Background: an optimization exercise with open tools, aiming at small area. Do not read the settings as production practice.
Function was checked by simulation only, so behaviour that the tests miss may differ from the original.
Power is estimated from default activity; no workload was simulated.

Design fetch_unit, start of the top module:
module fetch_unit (
    input  logic              clk,
    input  logic              rst,
    input  logic              i_imem_resp,
    input  fetch_pkg::inst_t  i_imem_rdata,
    output fetch_pkg::addr_t  o_imem_addr,
    input  logic              i_jump,
    input  fetch_pkg::addr_t  i_jump_pc,
    input  logic              i_redirect,
    input  fetch_pkg::addr_t  i_redirect_pc,
    input  fetch_pkg::order_t i_redirect_order,
    input  logic              i_stall,
    output logic              o_inst_valid,
    output fetch_pkg::inst_t  o_inst,
    output fetch_pkg::addr_t  o_inst_pc,
    output fetch_pkg::addr_t  o_inst_next_pc,
    output fetch_pkg::order_t o_inst_order
);
    fetch_pkg::addr_t  fetch_addr;  
    logic              discard;     
    logic [6:0]        count;       
    logic              phase;       
    logic [31:0]       mem [64];    
    fetch_pkg::order_t last_order;  
    logic              redirect;
    logic              pend_wr;     
    logic              accept;
    logic              push;
    logic              pop;
    fetch_pkg::addr_t  wr_data;     
    logic [31:0]       wr_word;     
    logic [29:0]       fetch_inc;
    logic [29:0]       head_w;      
    logic [5:0]        wpos;        
    logic [1:0][63:0]  row_wr;      
    logic [1:0][63:0]  row_sh;      
    logic [1:0][63:0]  row_hd;      
    fetch_pkg::inst_t  head_word;
    fetch_pkg::order_t order_inc;
    logic [31:0]       wr_data_n;
  ...
Settings: LEC_CHECK=0, CAP_MARGIN=5, CELL_PAD_IN_SITES_DETAIL_PLACEMENT=2, CELL_PAD_IN_SITES_GLOBAL_PLACEMENT=2, CORE_MARGIN=2, CORE_UTILIZATION=45, SLEW_MARGIN=5, SYNTH_HIERARCHICAL=1; clock period 10.0 ns.
standard.sh (not shown) runs the stock make flow with config.mk's settings and CLKGATE_MAP_FILE= SYNTH_SCRIPT=/design/flow/synth_recipe.tcl, a recipe that flattens the netlist after the stock synthesis.
==> flow/flow/run.sh <==
#!/bin/bash
# The standard layout (standard.sh), with buf_1 port buffers and a clock
# tree of larger clusters without dummy loads. Each step's log is under orfs/logs.
set -euo pipefail
export BUFFER_PORTS_ARGS="-buffer_cell sky130_fd_sc_hd__buf_1"
export CTS_ARGS="-sink_clustering_enable -repair_clock_nets -buf_list sky130_fd_sc_hd__clkbuf_8 -sink_clustering_size 16 -sink_clustering_max_diameter 50 -dont_use_dummy_load"
bash standard.sh > standard_run.log 2>&1
The baseline produced a clean layout.
Edit:
==> flow/flow/run.sh (replaced) <==
#!/bin/bash
# The standard layout (standard.sh), with buf_1 port buffers, a clock tree
# without dummy loads, and global routing that keeps met1 free for pin access.
# Each step's log is under orfs/logs; standard.sh's own output is in standard_run.log.
set -euo pipefail
export BUFFER_PORTS_ARGS="-buffer_cell sky130_fd_sc_hd__buf_1"
export CTS_ARGS="-sink_clustering_enable -repair_clock_nets -buf_list sky130_fd_sc_hd__clkbuf_8 -sink_clustering_size 16 -sink_clustering_max_diameter 50 -dont_use_dummy_load"
export FASTROUTE_TCL="$PWD/flow/fastroute.tcl"
bash standard.sh > standard_run.log 2>&1
==> flow/flow/fastroute.tcl (new file) <==
# Global routing layers as the platform sets them, but with less met1 and met2
# capacity, so that global routing leaves room on met1 for pin access.
set_global_routing_layer_adjustment $::env(MIN_ROUTING_LAYER)-$::env(MAX_ROUTING_LAYER) 0.2
set_global_routing_layer_adjustment met1 0.6
set_global_routing_layer_adjustment met2 0.35

set_routing_layers -clock $::env(MIN_CLK_ROUTING_LAYER)-$::env(MAX_ROUTING_LAYER)
set_routing_layers -signal $::env(MIN_ROUTING_LAYER)-$::env(MAX_ROUTING_LAYER)
--- a/flow/config.mk
+++ b/flow/config.mk
@@ -8,6 +8,6 @@
 export CAP_MARGIN = 5
-export CELL_PAD_IN_SITES_DETAIL_PLACEMENT = 2
+export CELL_PAD_IN_SITES_DETAIL_PLACEMENT = 1
 export CELL_PAD_IN_SITES_GLOBAL_PLACEMENT = 2
 export CORE_MARGIN = 2
-export CORE_UTILIZATION = 45
+export CORE_UTILIZATION = 50
 export SLEW_MARGIN = 5
Result: Power shrinks by 1.3%; routed wire length drops by 6.6%; worst setup slack gets worse by 0.0067 ns; clock-buffer cell count fell by 7; die area decreases by about 10%; sequential power stays flat; fmax barely changes; via count is lower by about 0.7%; cell area decreases by 0.52%.

separate check: timing with driven ports:
The flow's constraints put no driver on any port. The routed layouts listed below were extracted and timed again, unchanged, in two steps.
Step 1 (the two cells are an assumption about what drives the block):
set clk [get_ports {clk}]
set_driving_cell -lib_cell sky130_fd_sc_hd__clkbuf_16 $clk
set_driving_cell -lib_cell sky130_fd_sc_hd__buf_2 [delete_from_list [all_inputs] $clk]
Step 2 adds t to the input delays and takes it off the output delays; t is the mean of the earliest and latest rising clock arrival at the registers after step 1. Input paths then give back, and output paths get back, about the clock's delay inside the block.
Three values: ideal, step 1, step 2; two values: the first two.
| run | t (ns) | slack for setup (ns) | worst register clock-pin slew, ns |
|---|---|---|---|
| the first run | 1.017 | 0.484 / 0.484 / 0.484 | 0.11 / 0.11 |
| the second run | 0.982 | 0.477 / 0.477 / 0.477 | 0.10 / 0.10 |
After both steps setup and hold are still met in every run listed.
